Background: an optimization exercise with open tools, aiming at small area, a short achievable clock period and few clock cycles per item. Do not read the settings as production practice. The RTL of this run was laid out without a check of its function.

<file path="flow/config.mk">
export PLATFORM = sky130hd
export DESIGN_NAME = pvrtc_quad_decoder_unit
export DESIGN_NICKNAME = pvrtc_quad_decoder_unit
export VERILOG_FILES = /design/flow/design.v
export SDC_FILE = /design/flow/constraint.sdc
export NUM_CORES = 4
export LEC_CHECK = 0
export CAP_MARGIN = 20
export CORE_MARGIN = 2
export CORE_UTILIZATION = 40
export SLEW_MARGIN = 20
</file>
<file path="flow/constraint.sdc">
create_clock -name core_clock -period 10.0 [get_ports {i_clk}]
set_input_delay 2.0000 -clock core_clock [delete_from_list [all_inputs] [get_ports {i_clk}]]
set_output_delay 2.0000 -clock core_clock [all_outputs]
set_load 0.01 [all_outputs]
</file>
<file path="flow/design.v">
`default_nettype none
module pvq_issue #(
    parameter int unsigned MAX_WORDS_LOG2 = 10
) (
    input  wire logic         i_clk,
    input  wire logic         i_rst_n,
    input  wire logic         i_two_bpp,
    input  wire logic         i_valid,
    input  wire logic [275:0] i_in_word,
    output logic              o_stall,
    input  wire logic         i_adv,
    output logic              o_issue,
    output logic [127:0]      o_cols,
    output logic [2:0]        o_x,
    output logic [1:0]        o_y,
    output logic [3:0]        o_m,
    output logic              o_punch,
    output logic              o_first,
    output logic              o_row0,
    output logic              o_last,
    output logic [9:0]        o_quad_x,
    output logic [9:0]        o_quad_y
);
    function automatic logic [3:0] f_rep(input logic [1:0] code);
        logic [3:0] res;
        case (code)
            2'd0:    res = 4'd0;
            2'd1:    res = 4'd3;
            2'd2:    res = 4'd5;
            default: res = 4'd8;
        endcase
        f_rep = res;
    endfunction
    function automatic logic [3:0] f_punch(input logic [1:0] code);
        logic [3:0] res;
        case (code)
            2'd0:    res = 4'd0;
            2'd1:    res = 4'd4;
            2'd2:    res = 4'd14;
            default: res = 4'd8;
        endcase
        f_punch = res;
    endfunction
    function automatic logic [1:0] f_code2(input logic [127:0] mods,
                                           input logic [127:0] cols,
                                           input logic [2:0] r,
                                           input logic [3:0] c);
        logic [1:0]  w;
        logic [31:0] b;
        logic [31:0] t;
        logic [3:0]  k;
        logic [4:0]  bi;
        logic [1:0]  res;
        w  = {r[2], c[3]};
        b  = mods[{w, 5'd0} +: 32];
        t  = b;
        k  = {r[1:0], c[2:1]};
        bi = {r[1:0], c[2:0]};
        if (cols[{w, 5'd0}]) begin
            t[20] = b[0] ? b[21] : b[20];
            t[0]  = b[1];
            if (r[0] == c[0]) begin
                res = t[{k, 1'b0} +: 2];
            end else begin
                res = 2'd0;
            end
        end else begin
            res = b[bi] ? 2'd3 : 2'd0;
        end
        f_code2 = res;
    endfunction
    localparam logic [127:0] MOD_USED = 128'h001f1f3f00f0fcf91f3f0f01fcf8f001;
    logic            r_busy, n_busy;
    logic [2:0]      r_xe, n_xe;
    logic [1:0]      r_y, n_y;
    logic            carry;
    logic [275:0]    r_quad;
    logic            two, last_pix, issue, accept;
    logic [2:0]      x;
    logic [1:0]      y;
    logic [127:0]    mods, cols;
    logic [9:0]      quad_x, quad_y;
    logic [2:0]      r2;
    logic [3:0]      c2;
    logic [1:0]      w2, mode2;
    logic [3:0]      m_c, m_u, m_d, m_l, m_r, m2;
    logic [5:0]      sum4;
    logic [4:0]      sum_h, sum_v;
    logic [2:0]      r4, c4;
    logic [1:0]      w4, code4;
    logic [3:0]      pv4;
    assign two      = i_two_bpp;
    assign last_pix = (r_y == 2'd3) & (r_xe[2:1] == 2'd3) & (r_xe[0] | ~two);
    assign issue    = r_busy & i_adv;
    assign o_stall  = r_busy & ~(issue & last_pix);
    assign accept   = i_valid & ~o_stall;
    assign o_issue  = issue;
    always_comb begin
        n_busy = r_busy;
        n_xe   = r_xe;
        n_y    = r_y;
        carry  = 1'b0;
        if (accept) begin
            n_busy = 1'b1;
            n_xe   = 3'd0;
            n_y    = 2'd0;
        end else if (issue) begin
            {carry, n_xe} = {1'b0, r_xe} + (two ? 4'd1 : 4'd2);
            n_y = r_y + 2'(carry);
            if (last_pix) begin
                n_busy = 1'b0;
            end
        end
    end
    assign x = two ? r_xe : {1'b0, r_xe[2:1]};
    assign y = r_y;
    assign mods = {r_quad[83:52],  r_quad[147:116], r_quad[211:180], r_quad[275:244]}
                & MOD_USED;
    assign cols = {r_quad[51:20],  r_quad[115:84],  r_quad[179:148], r_quad[243:212]};
    assign quad_x = r_quad[19:10];
    assign quad_y = r_quad[9:0];
    always_comb begin
        r2    = {1'b0, y} + 3'd2;
        c2    = {1'b0, x} + 4'd4;
        w2    = {r2[2], c2[3]};
        mode2 = cols[{w2, 5'd0}] ? (mods[{w2, 5'd0}] ? (mods[{w2, 5'd20}] ? 2'd3 : 2'd2)
                                                     : 2'd1) : 2'd0;
        m_c   = f_rep(f_code2(mods, cols, r2, c2));
        m_u   = f_rep(f_code2(mods, cols, r2 - 3'd1, c2));
        m_d   = f_rep(f_code2(mods, cols, r2 + 3'd1, c2));
        m_l   = f_rep(f_code2(mods, cols, r2, c2 - 4'd1));
        m_r   = f_rep(f_code2(mods, cols, r2, c2 + 4'd1));
        sum4  = 6'(m_u) + 6'(m_d) + 6'(m_l) + 6'(m_r) + 6'd2;
        sum_h = 5'(m_l) + 5'(m_r) + 5'd1;
        sum_v = 5'(m_u) + 5'(m_d) + 5'd1;
        if (mode2 == 2'd0 || r2[0] == c2[0]) begin
            m2 = m_c;
        end else if (mode2 == 2'd1) begin
            m2 = sum4[5:2];
        end else if (mode2 == 2'd2) begin
            m2 = sum_h[4:1];
        end else begin
            m2 = sum_v[4:1];
        end
    end
    always_comb begin
        r4    = {1'b0, y} + 3'd2;
        c4    = {1'b0, x[1:0]} + 3'd2;
        w4    = {r4[2], c4[2]};
        code4 = mods[{w4, r4[1:0], c4[1:0], 1'b0} +: 2];
        pv4   = cols[{w4, 5'd0}] ? f_punch(code4) : f_rep(code4);
    end
    always_comb begin
        o_cols = cols;
        o_x    = r_xe;
        o_y    = y;
        if (two) begin
            o_m     = m2;
            o_punch = 1'b0;
        end else if (pv4 > 4'd10) begin
            o_m     = pv4 - 4'd10;
            o_punch = 1'b1;
        end else begin
            o_m     = pv4;
            o_punch = 1'b0;
        end
        o_first  = (r_xe == 3'd0) & (r_y == 2'd0);
        o_row0   = (r_xe == 3'd0);
        o_last   = last_pix;
        o_quad_x = quad_x;
        o_quad_y = quad_y;
    end
    always_ff @(posedge i_clk) begin
        if (!i_rst_n) begin
            r_busy <= 1'b0;
            r_xe   <= 3'd0;
            r_y    <= 2'd0;
        end else begin
            r_busy <= n_busy;
            r_xe   <= n_xe;
            r_y    <= n_y;
        end
    end
    always_ff @(posedge i_clk) begin
        if (accept) begin
            r_quad <= i_in_word;
        end
    end
endmodule
`default_nettype wire
`default_nettype none
module pvq_upscale (
    input  wire logic         i_clk,
    input  wire logic         i_rst_n,
    input  wire logic         i_adv,
    input  wire logic         i_issue,
    input  wire logic [127:0] i_cols,
    input  wire logic [2:0]   i_x,
    input  wire logic [1:0]   i_y,
    input  wire logic [3:0]   i_m,
    input  wire logic         i_punch,
    input  wire logic         i_first,
    input  wire logic         i_row0,
    input  wire logic         i_last,
    output logic              o_s1_valid,
    output logic [38:0]       o_s1_va,
    output logic [38:0]       o_s1_vb,
    output logic [3:0]        o_s1_m,
    output logic              o_s1_punch,
    output logic              o_s1_first,
    output logic              o_s1_row0,
    output logic              o_s1_last
);
    function automatic logic [19:0] f_col_a(input logic [31:0] c);
        logic [19:0] res;
        if (c[15]) begin
            res[4:0]   = c[14:10];
            res[9:5]   = c[9:5];
            res[14:10] = {c[4:1], c[4]};
            res[19:15] = 5'd15;
        end else begin
            res[4:0]   = {c[11:8], c[11]};
            res[9:5]   = {c[7:4], c[7]};
            res[14:10] = {c[3:1], c[3:2]};
            res[19:15] = {1'b0, c[14:12], 1'b0};
        end
        f_col_a = res;
    endfunction
    function automatic logic [19:0] f_col_b(input logic [31:0] c);
        logic [19:0] res;
        if (c[31]) begin
            res[4:0]   = c[30:26];
            res[9:5]   = c[25:21];
            res[14:10] = c[20:16];
            res[19:15] = 5'd15;
        end else begin
            res[4:0]   = {c[27:24], c[27]};
            res[9:5]   = {c[23:20], c[23]};
            res[14:10] = {c[19:16], c[19]};
            res[19:15] = {1'b0, c[30:28], 1'b0};
        end
        f_col_b = res;
    endfunction
    function automatic logic [9:0] f_bil(input logic [4:0] c0, input logic [4:0] c1,
                                         input logic [4:0] c2, input logic [4:0] c3,
                                         input logic [2:0] x, input logic [1:0] y);
        logic [6:0] l, r;
        l = {1'b0, (y[1] ? c2 : c0), 1'b0} + {2'b0, (y[0] ? c2 : c0)} + {2'b0, c0};
        r = {1'b0, (y[1] ? c3 : c1), 1'b0} + {2'b0, (y[0] ? c3 : c1)} + {2'b0, c1};
        f_bil = {1'b0, (x[2] ? r : l), 2'b0} + {2'b0, (x[1] ? r : l), 1'b0}
              + {3'b0, (x[0] ? r : l)} + {3'b0, l};
    endfunction
    logic [79:0] dca, dcb;
    logic [38:0] n_va, n_vb;
    logic [9:0]  t_a, t_b;
    logic        r_valid;
    always_comb begin
        for (int w = 0; w < 4; w++) begin
            dca[20*w +: 20] = f_col_a(i_cols[32*w +: 32]);
            dcb[20*w +: 20] = f_col_b(i_cols[32*w +: 32]);
        end
        for (int ch = 0; ch < 4; ch++) begin
            t_a = f_bil(dca[5*ch +: 5], dca[20 + 5*ch +: 5],
                        dca[40 + 5*ch +: 5], dca[60 + 5*ch +: 5], i_x, i_y);
            t_b = f_bil(dcb[5*ch +: 5], dcb[20 + 5*ch +: 5],
                        dcb[40 + 5*ch +: 5], dcb[60 + 5*ch +: 5], i_x, i_y);
            if (ch < 3) begin
                n_va[10*ch +: 10] = t_a;
                n_vb[10*ch +: 10] = t_b;
            end else begin
                n_va[38:30] = t_a[8:0];
                n_vb[38:30] = t_b[8:0];
            end
        end
    end
    always_ff @(posedge i_clk) begin
        if (!i_rst_n) begin
            r_valid <= 1'b0;
        end else if (i_adv) begin
            r_valid <= i_issue;
        end
    end
    always_ff @(posedge i_clk) begin
        if (i_adv) begin
            o_s1_va    <= n_va;
            o_s1_vb    <= n_vb;
            o_s1_m     <= i_m;
            o_s1_punch <= i_punch;
            o_s1_first <= i_first;
            o_s1_row0  <= i_row0;
            o_s1_last  <= i_last;
        end
    end
    assign o_s1_valid = r_valid;
endmodule
`default_nettype wire
`default_nettype none
module pvq_blend #(
    parameter int unsigned MAX_WORDS_LOG2 = 10
) (
    input  wire logic        i_clk,
    input  wire logic        i_rst_n,
    input  wire logic        i_two_bpp,
    input  wire logic        i_flip,
    input  wire logic [3:0]  i_across_log2,
    input  wire logic [3:0]  i_down_log2,
    input  wire logic        i_adv,
    input  wire logic        i_s1_valid,
    input  wire logic [38:0] i_va,
    input  wire logic [38:0] i_vb,
    input  wire logic [3:0]  i_m,
    input  wire logic        i_punch,
    input  wire logic        i_first,
    input  wire logic        i_row0,
    input  wire logic        i_last,
    input  wire logic [9:0]  i_quad_x,
    input  wire logic [9:0]  i_quad_y,
    output logic             o_valid,
    output logic [57:0]      o_out_word
);
    function automatic logic [7:0] f_scale(input logic [9:0] v, input logic alpha);
        logic [9:0] res;
        res = alpha ? ((v >> 5) + (v >> 1)) : ((v >> 7) + (v >> 2));
        f_scale = res[7:0];
    endfunction
    logic        r_valid, load;
    logic [57:0] n_out;
    logic [31:0] v;
    logic [3:0]  la, ld;
    logic [4:0]  sh_x, sh_y;
    logic [12:0] mask_x, px_prev, px;
    logic [11:0] mask_y, py_prev, py, base_y;
    always_comb begin
        logic [10:0] s;
        logic [7:0]  a, b;
        for (int ch = 0; ch < 4; ch++) begin
            if (ch < 3) begin
                a = f_scale(i_va[10*ch +: 10], 1'b0);
                b = f_scale(i_vb[10*ch +: 10], 1'b0);
            end else begin
                a = f_scale({1'b0, i_va[38:30]}, 1'b1);
                b = f_scale({1'b0, i_vb[38:30]}, 1'b1);
            end
            s = {3'b0, (i_m[3] ? b : a)}
              + {3'b0, ((i_m[3] | i_m[0]) ? b : a)}
              + {2'b0, ((i_m[3] | i_m[1]) ? b : a), 1'b0}
              + {1'b0, ((i_m[3] | i_m[2]) ? b : a), 2'b0};
            v[8*ch +: 8] = s[10:3];
        end
    end
    always_comb begin
        la      = (i_across_log2 > 4'(MAX_WORDS_LOG2)) ? 4'(MAX_WORDS_LOG2) : i_across_log2;
        ld      = (i_down_log2 > 4'(MAX_WORDS_LOG2)) ? 4'(MAX_WORDS_LOG2) : i_down_log2;
        sh_x    = {1'b0, la} + (i_two_bpp ? 5'd3 : 5'd2);
        sh_y    = {1'b0, ld} + 5'd2;
        mask_x  = ~(13'h1fff << sh_x);
        mask_y  = ~(12'hfff << sh_y);
        px_prev = o_out_word[25:13];
        py_prev = o_out_word[12:1];
        base_y  = {i_quad_y, 2'b10} & mask_y;
        if (i_first) begin
            px = (i_two_bpp ? {i_quad_x, 3'b100} : {1'b0, i_quad_x, 2'b10}) & mask_x;
            py = i_flip ? (mask_y - base_y) : base_y;
        end else if (i_row0) begin
            px = (px_prev - (i_two_bpp ? 13'd7 : 13'd3)) & mask_x;
            py = (i_flip ? (py_prev - 12'd1) : (py_prev + 12'd1)) & mask_y;
        end else begin
            px = (px_prev + 13'd1) & mask_x;
            py = py_prev;
        end
        n_out[57:50] = v[7:0];
        n_out[49:42] = v[15:8];
        n_out[41:34] = v[23:16];
        n_out[33:26] = i_punch ? 8'd0 : v[31:24];
        n_out[25:13] = px;
        n_out[12:1]  = py;
        n_out[0]     = i_last;
    end
    assign load = i_adv & i_s1_valid;
    always_ff @(posedge i_clk) begin
        if (!i_rst_n) begin
            r_valid <= 1'b0;
        end else if (i_adv) begin
            r_valid <= i_s1_valid;
        end
    end
    always_ff @(posedge i_clk) begin
        if (load) begin
            o_out_word <= n_out;
        end
    end
    assign o_valid = r_valid;
endmodule
`default_nettype wire
`default_nettype none
module pvrtc_quad_decoder_unit #(
    parameter int unsigned MAX_WORDS_LOG2 = 10
) (
    input  wire logic         i_clk,
    input  wire logic         i_rst_n,
    input  wire logic         i_valid,
    input  wire logic [275:0] i_in_word,
    output logic              o_stall,
    output logic              o_valid,
    output logic [57:0]       o_out_word,
    input  wire logic         i_stall,
    input  wire logic         i_cfg_valid,
    output logic              o_cfg_ready,
    input  wire logic [1:0]   i_cfg_index,
    input  wire logic [3:0]   i_cfg_data
);
    logic         r_two_bpp, r_flip;
    logic [3:0]   r_across_log2, r_down_log2;
    logic         adv, issue;
    logic [127:0] cols;
    logic [2:0]   px_x;
    logic [1:0]   px_y;
    logic [3:0]   m;
    logic         punch, first, row0, last;
    logic [9:0]   quad_x, quad_y;
    logic         s1_valid, s1_punch, s1_first, s1_row0, s1_last;
    logic [38:0]  s1_va, s1_vb;
    logic [3:0]   s1_m;
    assign o_cfg_ready = 1'b1;
    always_ff @(posedge i_clk) begin
        if (!i_rst_n) begin
            r_two_bpp     <= 1'b0;
            r_flip        <= 1'b0;
            r_across_log2 <= 4'd0;
            r_down_log2   <= 4'd0;
        end else if (i_cfg_valid && o_cfg_ready) begin
            case (i_cfg_index)
                2'd0:    r_two_bpp     <= i_cfg_data[0];
                2'd1:    r_flip        <= i_cfg_data[0];
                2'd2:    r_across_log2 <= i_cfg_data;
                default: r_down_log2   <= i_cfg_data;
            endcase
        end
    end
    assign adv = ~o_valid | ~i_stall;
    pvq_issue #(
        .MAX_WORDS_LOG2(MAX_WORDS_LOG2)
    ) u_issue (
        .i_clk        (i_clk),
        .i_rst_n      (i_rst_n),
        .i_two_bpp    (r_two_bpp),
        .i_valid      (i_valid),
        .i_in_word    (i_in_word),
        .o_stall      (o_stall),
        .i_adv        (adv),
        .o_issue      (issue),
        .o_cols       (cols),
        .o_x          (px_x),
        .o_y          (px_y),
        .o_m          (m),
        .o_punch      (punch),
        .o_first      (first),
        .o_row0       (row0),
        .o_last       (last),
        .o_quad_x     (quad_x),
        .o_quad_y     (quad_y)
    );
    pvq_upscale u_upscale (
        .i_clk      (i_clk),
        .i_rst_n    (i_rst_n),
        .i_adv      (adv),
        .i_issue    (issue),
        .i_cols     (cols),
        .i_x        (px_x),
        .i_y        (px_y),
        .i_m        (m),
        .i_punch    (punch),
        .i_first    (first),
        .i_row0     (row0),
        .i_last     (last),
        .o_s1_valid (s1_valid),
        .o_s1_va    (s1_va),
        .o_s1_vb    (s1_vb),
        .o_s1_m     (s1_m),
        .o_s1_punch (s1_punch),
        .o_s1_first (s1_first),
        .o_s1_row0  (s1_row0),
        .o_s1_last  (s1_last)
    );
    pvq_blend #(
        .MAX_WORDS_LOG2(MAX_WORDS_LOG2)
    ) u_blend (
        .i_clk         (i_clk),
        .i_rst_n       (i_rst_n),
        .i_two_bpp     (r_two_bpp),
        .i_flip        (r_flip),
        .i_across_log2 (r_across_log2),
        .i_down_log2   (r_down_log2),
        .i_adv         (adv),
        .i_s1_valid    (s1_valid),
        .i_va          (s1_va),
        .i_vb          (s1_vb),
        .i_m           (s1_m),
        .i_punch       (s1_punch),
        .i_first       (s1_first),
        .i_row0        (s1_row0),
        .i_last        (s1_last),
        .i_quad_x      (quad_x),
        .i_quad_y      (quad_y),
        .o_valid       (o_valid),
        .o_out_word    (o_out_word)
    );
endmodule
`default_nettype wire
</file>
<file path="flow/run.sh">
#!/bin/bash
# synth_recipe.tcl (not shown) runs the flow's synth.tcl, then flattens the netlist and writes it again
# the make line also repeats each setting of config.mk as NAME=value (left out here)
make -C /OpenROAD-flow-scripts/flow DESIGN_CONFIG=/design/flow/config.mk WORK_HOME=/design/flow/orfs CLKGATE_MAP_FILE= SYNTH_SCRIPT=/design/flow/synth_recipe.tcl finish
</file>
==> impl_metrics.json <==
{
  "hold_path.class": "flip-flop to flip-flop",
  "post-cts-setup-buffers": 0,
  "hold_violations": 0,
  "fin_skew_ns": 0.03091,
  "worstPathArrival_ns": 7.47,
  "wl_per_cell_microns": 18.93,
  "cts-root-buf": "clkbuf_16",
  "criticalPathCategory": "flip-flop to flip-flop",
  "fp-row-count": 111,
  "clk-insertion-delay-late_ns": 0.62,
  "drtIter0Drc": 2265,
  "viasPerCell": 5.426,
  "hpwl_microns": 77110,
  "cts_tree": "yes",
  "slew_viol_final": 0,
  "place_congestion": 0.9412,
  "whs_ns": 0.4187,
  "period_needed_ns": 7.153,
  "synthFlopType": "edfxtp_1",
  "synth_common_cells": "a21oi_1, edfxtp_1, nor2_1",
  "drt.antenna.violating_nets": 0,
  "end_kind": "flip-flop",
  "relSlewSlack": 0.3209,
  "placed_cells": 5197,
  "min_period_over_period": 0.7152,
  "critPathLaunchType": "flip-flop",
  "vias": 28660,
  "placed_area_sq_um": 41110,
  "final_area_sq_um": 42820,
  "final_nets": 4827,
  "clk_pin_slew_worst_paths_ns": 0.06,
  "yosysTopAreaCell": "edfxtp_1",
  "synth_edf_count": 342,
  "final.setup.tns_ns": 0,
  "remaining_drc_errors": 0,
  "tightest_slew_ns": 1.011,
  "ys.warnings.count": 4,
  "track_usage": 0.2067,
  "cts_resized": 0,
  "die_h_microns": 309.0,
  "clockBufferDepth": 3,
  "h-tree-depth": 2,
  "firstDrtPassIters": 6,
  "grt_max_degree": 157,
  "ctsHoldBuffers": 0,
  "worstPathMaxFanout": 60,
  "antenna_found_initial": 0,
  "core_area_sq_um": 91940,
  "cp.required_ns": 10.32,
  "drive_gt1_frac": 0.07873,
  "outcome": "timing/DRC/antenna clean",
  "grt_pass1_wl_microns": 156200,
  "yosysSeqAreaShare": 0.2857,
  "die_w_microns": 309.0,
  "synth_nets": 4659,
  "cts_sinks": 360,
  "clock.fmax_mhz": 139.8,
  "cts_made_buffers": 46,
  "max_cap_viol_count": 0,
  "diodes": 0,
  "ys_ff_latch": 360,
  "drt_wl_total_microns": 100000,
  "overflow": 0,
  "ys_top_cells_by_area": "edfxtp_1, fa_1, ha_1, a21oi_1, mux2i_1",
  "async_flop_share": 0,
  "final_cells": 5282,
  "ios": 348,
  "syn2layout_area_growth_pct": 15.10,
  "grt_setup_unrepaired": "false",
  "grt_pass1_vias": 27350,
  "yosys.cell_count.top_type": "a21oi_1",
  "fin_util": 0.4657,
  "dieArea_sq_um": 95460,
  "synth_cells": 3834,
  "portBuffers": 282,
  "avgSynthCellArea_sq_um": 9.703,
  "synth_area_sq_um": 37200,
  "yosysTopAreaCellShare": 0.2760,
  "ys_types": 92,
  "n_fill_cell": 8707,
  "initial_core_util": 0.4046,
  "setup_viol": 0
}
## path summary, 6_finish.rpt
kind                       startpoint                     to  slack (ns)  cells past startpoint
hold reg to reg   u_upscale.o_s1_last  u_blend.o_out_word[0]        0.42                      0
hold / removal    u_upscale.o_s1_last  u_blend.o_out_word[0]        0.42                      0
setup reg to reg            r_two_bpp    u_upscale.o_s1_m[2]        2.85                     24
setup / recovery            r_two_bpp    u_upscale.o_s1_m[2]        2.85                     24
## metal layers
metal,global-route usage,part of all wire,vias to the layer above
met3,0.03412,0.067,132
met1,0.3100,0.49,13510
met2,0.3122,0.43,928
met4,0.04267,0.019,0
li1,-,-,14090
met5,0,0,-
## critical path: stages (launching register included)
cell       delay [ns]
dfxtp_2          0.38
buf_4            0.56
mux2i_4          0.32
buf_4            0.48
ha_2             0.29
buf_4            0.57
mux2_2           0.41
nand3_1          0.10
a21oi_1          0.08
a2111oi_0        0.78
a311oi_1         0.08
o211ai_1         0.23
o21ai_0          0.26
ha_1             0.37
inv_1            0.05
ha_1             0.27
a21o_1           0.19
ha_1             0.27
a21o_1           0.19
a21oi_1          0.24
o21bai_1         0.10
or2_2            0.27
a21oi_1          0.13
a211o_1          0.13
a31oi_1          0.07
## logic make-up after synthesis
family / synth area share
compound gates: 0.1631
simple gates: 0.1064
fa+ha+maj: 0.2251
buf+inv: 0.05489
flops: 0.2857
mux: 0.1136
xor+xnor: 0.05105
other cells: 0.0001008
## registers in the layout, indices dropped and copies added (netlist names)
register and flops:
u_upscale.o_s1_vb 32, u_issue.r_busy 1, u_upscale.o_s1_punch 1, r_down_log2 4, u_issue.r_xe 3, u_upscale.o_s1_va 32, u_blend.r_valid 1, u_upscale.o_s1_last 1
u_upscale.o_s1_first 1, u_issue.r_quad 212, u_upscale.o_s1_m 4, u_issue.r_y 2, u_upscale.o_s1_row0 1, u_blend.o_out_word 58, r_across_log2 4, u_upscale.r_valid 1
r_two_bpp 1, r_flip 1
## metrics by stage
step           worst slack [ns]
2_1_floorplan             1.484
3_3_place_gp              3.094
3_5_place_dp              3.094
4_1_cts                   3.074
5_1_grt                   2.501
6_report                  2.848
## final cells by class
type / instances / area, sq um / share of cell area
clock buffer: 54 / 1266 / 0.02957
clock inverter: 31 / 446.7 / 0.01043
inverter: 327 / 1230 / 0.02872
multi-input combinational: 2953 / 24570 / 0.5738
sequential: 360 / 10650 / 0.2487
tap: 1243 / 1555 / 0.03632
timing repair buffer: 314 / 3100 / 0.07241
## layout by cell type (no fill, tap or decap), drive strengths merged, types with 64 or more instances in the layout
cell type / n
a21oi: 431
mux2i: 187
xor2: 77
nand2: 246
nor2: 330
xnor2: 139
nor2b: 64
inv: 332
ha: 319
fa: 219
clkdlybuf4s50: 282
a21o: 81
edfxtp: 342
o21ai: 161
mux2: 116

[afterwards: timing with drivers on the ports]
The flow's constraints put no driver on any port. The routed layout listed below was extracted and timed again, unchanged, in two steps. Step 1, drivers: a clkbuf_16 drives i_clk and a buf_2 each remaining input, both assumed. Step 2 times the ports against the registers' clock, not the clock port: input delays grow and output delays shrink by t, the midpoint of the rising clock arrivals with the driver on. Three values: ideal, step 1, step 2; two values: the first two.
shift t [ns]: 0.671
setup slack, ns: 2.847 / 2.848 / 2.848
hold slack, ns: 0.419 / 0.419 / 0.419
latest minus earliest clock arrival (ns): 0.034 / 0.033
worst slew at a driven data input, ns: 0.10
After both steps setup and hold are still met in this run. For this run, drivers alone change the setup slack by +0.001 ns; drivers and shift together by +0.001 ns.
